From an optimization exercise on the open Yosys and OpenROAD flow, aimed at small area, a short achievable clock period and few clock cycles; shortcuts taken in it are not production practice.
The RTL was checked by simulation tests, not by an equivalence proof against the original design.
Power is estimated from default activity; no workload was simulated.

==> flow/design.v <==
package dcache_pkg;
    typedef logic [32-1:0] word_t;
    typedef struct packed {
        logic [26-1:0] tag;
        logic [3-1:0] idx;
        logic                     blkoff;
        logic [1:0]               bytoff;
    } dcache_addr_t;
    typedef struct packed {
        logic                               valid;
        logic                               dirty;
        logic [26-1:0]           tag;
        word_t [2-1:0]      data;
    } dcache_frame_t;
    typedef enum logic [4:0] {
        IDLE,
        WB_ONE,
        WB_TWO,
        FILL_ONE,
        FILL_TWO,
        FLUSH_CHECK,
        FLUSH_ONE,
        FLUSH_TWO,
        DONE
    } ctrl_state_t;
endpackage
module dcache (
    input  logic               CLK,
    input  logic               n_rst,
    input  logic               halt,
    input  logic               dmemREN,
    input  logic               dmemWEN,
    input  dcache_pkg::word_t  dmemaddr,
    input  dcache_pkg::word_t  dmemstore,
    input  logic               dwait,
    input  dcache_pkg::word_t  dload,
    output logic               dhit,
    output dcache_pkg::word_t  dmemload,
    output logic               flushed,
    output logic               dREN,
    output logic               dWEN,
    output dcache_pkg::word_t  daddr,
    output dcache_pkg::word_t  dstore
);
    localparam int TW = 26;
    logic [15:0]          valid, dirty;
    logic [15:0][TW-1:0]  tags;
    logic [15:0][31:0]    dw0, dw1;
    logic [7:0]           lru;
    logic p_idle, p_hit, p_retry, p_wait, p_fscan, p_done;
    logic b_wb0, b_wb1, b_f0, b_f1;
    logic                 dren_r, dwen_r;
    logic [31:0]          dmemload_r, dstore_r, wb1_r;
    logic [29:0]          daddr_r;
    logic                 h0_r, h1_r, acc_r;
    logic [2:0]           lk_idx;
    logic                 lk_blk, lk_wr, lk_vic;
    logic                 way_r, upd_r;
    logic [TW-1:0]        pm_tag;
    logic [2:0]           pm_idx;
    logic                 pm_way, pm_blk, pm_wr;
    logic                 pm_flush;
    assign dhit     = p_hit;
    assign dmemload = dmemload_r;
    assign flushed  = p_done;
    assign dREN     = dren_r;
    assign dWEN     = dwen_r;
    assign daddr    = {daddr_r, 2'b00};
    assign dstore   = dstore_r;
    logic [TW-1:0] in_tag;
    logic [2:0]    in_idx;
    logic          in_blk;
    logic          req;
    assign in_tag = dmemaddr[31:6];
    assign in_idx = dmemaddr[5:3];
    assign in_blk = dmemaddr[2];
    assign req    = dmemREN | dmemWEN;
    logic busy;
    assign busy = dren_r | dwen_r;
    logic [15:0] vd, f_vd;
    logic        f_any_c, f_go;
    logic [3:0]  f_blk_c;
    logic        f_any, busy_d;
    logic [3:0]  f_blk;
    assign vd   = valid & dirty;
    assign f_go = (!busy && !busy_d) || (pm_flush && b_wb1 && !dwait);
    always_comb begin
        f_vd = vd;
        if (busy && pm_flush) f_vd[{pm_idx, pm_way}] = 1'b0;
        f_any_c = |f_vd;
        f_blk_c = '0;
        for (int k = 15; k >= 0; k--)
            if (f_vd[k]) f_blk_c = 4'(k);
    end
    always_ff @(posedge CLK) begin
        f_any <= f_any_c;
        f_blk <= f_blk_c;
    end
    logic [7:0]    rsel;
    logic [TW-1:0] rtag0, rtag1;
    logic [31:0]   r00, r01, r10, r11;    
    always_comb begin
        for (int i = 0; i < 8; i++)
            rsel[i] = p_fscan ? (f_blk[3:1] == 3'(i)) : (in_idx == 3'(i));
        rtag0 = '0;
        rtag1 = '0;
        r00   = '0;
        r01   = '0;
        r10   = '0;
        r11   = '0;
        for (int i = 0; i < 8; i++) begin
            rtag0 = rtag0 | (tags[2*i]   & {TW{rsel[i]}});
            rtag1 = rtag1 | (tags[2*i+1] & {TW{rsel[i]}});
            r00   = r00   | (dw0[2*i]    & {32{rsel[i]}});
            r01   = r01   | (dw1[2*i]    & {32{rsel[i]}});
            r10   = r10   | (dw0[2*i+1]  & {32{rsel[i]}});
            r11   = r11   | (dw1[2*i+1]  & {32{rsel[i]}});
        end
    end
    logic [15:0] match;
    always_comb
        for (int k = 0; k < 16; k++)
            match[k] = valid[k] && (tags[k] == in_tag);
    logic [7:0] isel;
    always_comb
        for (int i = 0; i < 8; i++)
            isel[i] = (in_idx == 3'(i));
    logic h0, h1;
    always_comb begin
        h0 = 1'b0;
        h1 = 1'b0;
        for (int i = 0; i < 8; i++) begin
            h0 = h0 | (match[2*i]   & isel[i]);
            h1 = h1 | (match[2*i+1] & isel[i]);
        end
    end
    logic [7:0] vic_vd;
    always_comb
        for (int i = 0; i < 8; i++)
            vic_vd[i] = lru[i] ? vd[2*i+1] : vd[2*i];
    logic vic, mru, vic_dirty;
    always_comb begin
        vic       = 1'b0;
        vic_dirty = 1'b0;
        for (int i = 0; i < 8; i++) begin
            vic       = vic       | (lru[i]        & isel[i]);
            vic_dirty = vic_dirty | (vic_vd[i]     & isel[i]);
        end
    end
    assign mru = ~vic;
    logic conflict, bus_free, hit_ok, miss_ok;
    assign conflict = busy && (in_idx == pm_idx);
    assign bus_free = !busy || (b_f1 && !dwait);
    assign hit_ok   = dmemREN || !busy || b_wb0 || (b_wb1 && in_blk) || (b_f1 && !in_blk);
    assign miss_ok  = bus_free && !conflict;
    logic ok0, ok1;
    assign ok0 = !(conflict && !pm_way);
    assign ok1 = !(conflict &&  pm_way);
    logic lookup, a_r0, a_r1, a_w0, a_w1, a_m;
    assign lookup = p_idle && !halt && req;
    logic w0_done;
    assign w0_done = b_f1 && !in_blk;
    assign a_r0   = lookup && (ok0 || w0_done) && dmemREN;
    assign a_r1   = lookup && (ok1 || w0_done) && dmemREN;
    assign a_w0   = lookup && (ok0 || w0_done) && hit_ok && dmemWEN;
    assign a_w1   = lookup && (ok1 || w0_done) && hit_ok && dmemWEN;
    assign a_m    = lookup && miss_ok;
    logic go_hit, go_retry, go_miss;
    assign go_hit   = ((a_w0 || (a_r0 && !mru)) && h0) || ((a_w1 || (a_r1 && mru)) && h1);
    assign go_retry = (a_r0 && mru && h0) || (a_r1 && !mru && h1);
    assign go_miss  = a_m && !h0 && !h1;
    logic word_in;    
    assign word_in = p_wait && !dwait && ((b_f0 && !pm_blk) || (b_f1 && pm_blk));
    logic fill0_en, fill1_en, hitw_en;
    assign fill0_en = b_f0 && !(pm_wr && !pm_blk);
    assign fill1_en = b_f1 && !(pm_wr &&  pm_blk);
    assign hitw_en  = p_hit && lk_wr;
    logic [31:0] wval0, wval1;
    assign wval0 = (hitw_en && !lk_blk) ? dmemstore : dload;
    assign wval1 = (hitw_en &&  lk_blk) ? dmemstore : dload;
    logic [3:0] fill_blk, hit_blk;
    assign fill_blk = {pm_idx, pm_way};
    assign hit_blk  = {lk_idx, way_r};
    assign way_r = h1_r || (!h0_r && lk_vic);
    assign upd_r = h0_r || h1_r;
    always_ff @(posedge CLK) begin
        for (int k = 0; k < 16; k++) begin
            if ((fill0_en && fill_blk == 4'(k)) || (hitw_en && !lk_blk && hit_blk == 4'(k)))
                dw0[k] <= wval0;
            if ((fill1_en && fill_blk == 4'(k)) || (hitw_en &&  lk_blk && hit_blk == 4'(k)))
                dw1[k] <= wval1;
            if (b_f0 && fill_blk == 4'(k))
                tags[k] <= pm_tag;
        end
    end
    always_ff @(posedge CLK, negedge n_rst) begin
        if (!n_rst) begin
            valid <= '0;
            dirty <= '0;
            lru   <= '0;
        end else begin
            if (b_f0) begin
                valid[fill_blk] <= 1'b1;
                dirty[fill_blk] <= pm_wr;
            end
            if (acc_r)
                lru[lk_idx] <= ~way_r;
            if (p_hit && upd_r && lk_wr)
                dirty[hit_blk] <= 1'b1;
            if (pm_flush && b_wb1)
                dirty[fill_blk] <= 1'b0;
        end
    end
    always_ff @(posedge CLK, negedge n_rst) begin
        if (!n_rst) begin
            p_idle   <= 1'b1;
            p_hit    <= 1'b0;
            p_retry  <= 1'b0;
            p_wait   <= 1'b0;
            p_fscan  <= 1'b0;
            p_done   <= 1'b0;
            b_wb0    <= 1'b0;
            b_wb1    <= 1'b0;
            b_f0     <= 1'b0;
            b_f1     <= 1'b0;
            dren_r   <= 1'b0;
            dwen_r   <= 1'b0;
            pm_flush <= 1'b0;
            busy_d   <= 1'b0;
        end else begin
            busy_d  <= busy;
            p_hit   <= go_hit || (go_miss && dmemWEN) || p_retry || word_in;
            p_retry <= go_retry;
            p_wait  <= (go_miss && dmemREN) || (p_wait && !word_in);
            p_idle  <= p_hit || (p_idle && !halt && !go_hit && !go_retry && !go_miss);
            p_fscan <= (p_idle && halt) || (p_fscan && !(f_go && !f_any));
            p_done  <= p_done || (p_fscan && f_go && !f_any);
            b_wb0  <= (go_miss && vic_dirty) || (p_fscan && f_go && f_any) || (b_wb0 && dwait);
            b_wb1  <= (b_wb0 && !dwait) || (b_wb1 && dwait);
            b_f0   <= (go_miss && !vic_dirty) || (b_wb1 && !dwait && !pm_flush) || (b_f0 && dwait);
            b_f1   <= (b_f0 && !dwait) || (b_f1 && dwait);
            dwen_r <= (go_miss && vic_dirty) || (p_fscan && f_go && f_any) || b_wb0 ||
                      (b_wb1 && dwait);
            dren_r <= (go_miss && !vic_dirty) || (b_wb1 && !dwait && !pm_flush) || b_f0 ||
                      (b_f1 && dwait);
            if (p_fscan && f_go) pm_flush <= 1'b1;
        end
    end
    always_ff @(posedge CLK) begin
        acc_r <= go_hit || go_retry || go_miss;
        if (p_wait)
            dmemload_r <= dload;
        else if ((p_retry ? way_r : mru))
            dmemload_r <= in_blk ? r11 : r10;
        else
            dmemload_r <= in_blk ? r01 : r00;
        if (p_idle) begin
            h0_r       <= h0;
            h1_r       <= h1;
            lk_idx     <= in_idx;
            lk_blk     <= in_blk;
            lk_wr      <= dmemWEN;
            lk_vic     <= vic;
        end
        if ((p_idle && bus_free) || (p_fscan && f_go)) begin
            dstore_r <= (p_fscan ? f_blk[0] : vic) ? r10 : r00;
            wb1_r    <= (p_fscan ? f_blk[0] : vic) ? r11 : r01;
        end
        if (p_idle && bus_free) begin
            daddr_r <= {(vic_dirty ? (vic ? rtag1 : rtag0) : in_tag), in_idx, 1'b0};
            pm_tag  <= in_tag;
            pm_idx  <= in_idx;
            pm_way  <= vic;
            pm_blk  <= in_blk;
            pm_wr   <= dmemWEN;
        end
        if (p_fscan && f_go) begin
            daddr_r <= {(f_blk[0] ? rtag1 : rtag0), f_blk[3:1], 1'b0};
            pm_idx  <= f_blk[3:1];
            pm_way  <= f_blk[0];
        end
        if (b_wb0 && !dwait) begin
            daddr_r[0] <= 1'b1;
            dstore_r   <= wb1_r;
        end
        if (b_wb1 && !dwait && !pm_flush) daddr_r <= {pm_tag, pm_idx, 1'b0};
        if (b_f0 && !dwait) daddr_r[0] <= 1'b1;
    end
endmodule
clock: 10.0 ns
lec_check: 0
cap_margin: 20
cell_pad_in_sites_detail_placement: 0
cell_pad_in_sites_global_placement: 1
core_margin: 2
core_utilization: 55
place_density: 0.68
slew_margin: 20
tns_end_percent: 0
standard.sh (not shown) runs the stock make flow with config.mk's settings and CLKGATE_MAP_FILE= SYNTH_SCRIPT=/design/flow/synth_recipe.tcl, a recipe that flattens the netlist after the stock synthesis.
==> flow/flow/run.sh <==
#!/bin/bash
# The standard layout (standard.sh: the standard flow's own ORFS run, synthesis included,
# unchanged), with extra ORFS variables, one per line, from flow/make_args.txt:
# a setup slack margin that makes timing repair aim below the design's
# period, sizing free of cell footprints, the port buffer cell, and clock
# tree options. The make output goes to standard_flow.log; ORFS keeps each
# step's own log under orfs/logs.
set -euo pipefail
mapfile -t ARGS < <(grep -v '^\s*$' flow/make_args.txt)
bash standard.sh "${ARGS[@]}" finish > standard_flow.log 2>&1
==> flow/flow/make_args.txt <==
SETUP_SLACK_MARGIN=6.6
MATCH_CELL_FOOTPRINT=0
BUFFER_PORTS_ARGS=-buffer_cell sky130_fd_sc_hd__buf_4
CTS_ARGS=-sink_clustering_enable -repair_clock_nets -dont_use_dummy_load -sink_clustering_size 18 -sink_clustering_max_diameter 50 -root_buf sky130_fd_sc_hd__clkbuf_16 -buf_list sky130_fd_sc_hd__clkbuf_8
The baseline finished with timing, DRC and antenna clean.
Testbench counts at the start, summed over its fixed seeds: cycles 16,984.
Next try:
--- a/flow/design.v
+++ b/flow/design.v
@@ -97,56 +97,36 @@
         f_blk <= f_blk_c;
     end
-    logic [7:0]    rsel;
+    logic [2:0]    rd_idx;
     logic [TW-1:0] rtag0, rtag1;
     logic [31:0]   r00, r01, r10, r11;    
-    always_comb begin
-        for (int i = 0; i < 8; i++)
-            rsel[i] = p_fscan ? (f_blk[3:1] == 3'(i)) : (in_idx == 3'(i));
-        rtag0 = '0;
-        rtag1 = '0;
-        r00   = '0;
-        r01   = '0;
-        r10   = '0;
-        r11   = '0;
-        for (int i = 0; i < 8; i++) begin
-            rtag0 = rtag0 | (tags[2*i]   & {TW{rsel[i]}});
-            rtag1 = rtag1 | (tags[2*i+1] & {TW{rsel[i]}});
-            r00   = r00   | (dw0[2*i]    & {32{rsel[i]}});
-            r01   = r01   | (dw1[2*i]    & {32{rsel[i]}});
-            r10   = r10   | (dw0[2*i+1]  & {32{rsel[i]}});
-            r11   = r11   | (dw1[2*i+1]  & {32{rsel[i]}});
-        end
-    end
+    assign rd_idx = p_fscan ? f_blk[3:1] : in_idx;
+    assign rtag0  = tags[{rd_idx, 1'b0}];
+    assign rtag1  = tags[{rd_idx, 1'b1}];
+    assign r00    = dw0[{rd_idx, 1'b0}];
+    assign r01    = dw1[{rd_idx, 1'b0}];
+    assign r10    = dw0[{rd_idx, 1'b1}];
+    assign r11    = dw1[{rd_idx, 1'b1}];
     logic [15:0] match;
     always_comb
         for (int k = 0; k < 16; k++)
             match[k] = valid[k] && (tags[k] == in_tag);
-    logic [7:0] isel;
-    always_comb
-        for (int i = 0; i < 8; i++)
-            isel[i] = (in_idx == 3'(i));
     logic h0, h1;
-    always_comb begin
-        h0 = 1'b0;
-        h1 = 1'b0;
-        for (int i = 0; i < 8; i++) begin
-            h0 = h0 | (match[2*i]   & isel[i]);
-            h1 = h1 | (match[2*i+1] & isel[i]);
-        end
-    end
+    assign h0 = match[{in_idx, 1'b0}];
+    assign h1 = match[{in_idx, 1'b1}];
     logic [7:0] vic_vd;
     always_comb
         for (int i = 0; i < 8; i++)
             vic_vd[i] = lru[i] ? vd[2*i+1] : vd[2*i];
+    logic [15:0] lmatch;
+    always_comb
+        for (int k = 0; k < 16; k++)
+            lmatch[k] = valid[k] && (tags[k][3:0] == in_tag[3:0]);
+    logic lm0, lm1;
+    assign lm0 = lmatch[{in_idx, 1'b0}];
+    assign lm1 = lmatch[{in_idx, 1'b1}];
     logic vic, mru, vic_dirty;
-    always_comb begin
-        vic       = 1'b0;
-        vic_dirty = 1'b0;
-        for (int i = 0; i < 8; i++) begin
-            vic       = vic       | (lru[i]        & isel[i]);
-            vic_dirty = vic_dirty | (vic_vd[i]     & isel[i]);
-        end
-    end
-    assign mru = ~vic;
+    assign vic       = lru[in_idx];
+    assign mru       = (lm0 != lm1) ? lm1 : ~vic;
+    assign vic_dirty = vic_vd[in_idx];
     logic conflict, bus_free, hit_ok, miss_ok;
     assign conflict = busy && (in_idx == pm_idx);
Cell area came out higher by 5.7%.
Total power decreases by 5.5%.
Area after synthesis rises by 4.1%.
Combinational power went down by 30%.
Wire length is lower by 14%.
Utilization rises by 1.2 points.
Clock power hardly moves.
Testbench counts after the change, summed over its fixed seeds: cycles 16,720.

==> static timing again, ports no longer ideal <==
The results above use ideal ports. As a check the final layouts listed here were re-extracted and re-timed, cells and wires unchanged. Step 1 assumes that a clkbuf_16 drives the clock port and a buf_2 every other input. Step 2 adds t to the input delays and takes it off the output delays; t is the mean of the earliest and latest rising clock arrival at the registers after step 1. Input paths then give back, and output paths get back, about the clock's delay inside the block. Three values: ideal, step 1, step 2; two values: the first two.
| run | shift t [ns] | slack for setup (ns) | worst setup path after step 2 | worst register clock-pin slew, ns | worst slew at a driven data input, ns |
|---|---|---|---|---|---|
| the first run | 0.822 | 6.092 / 6.103 / 5.281 | input to register | 0.11 / 0.11 | 0.19 |
| the second run | 0.801 | 6.193 / 6.076 / 5.275 | input to register | 0.11 / 0.11 | 0.21 |
After both steps setup and hold are still met in every run listed. The setup slack of the second run, which loses most, moves by -0.117 ns with the drivers and by -0.918 ns with both steps.
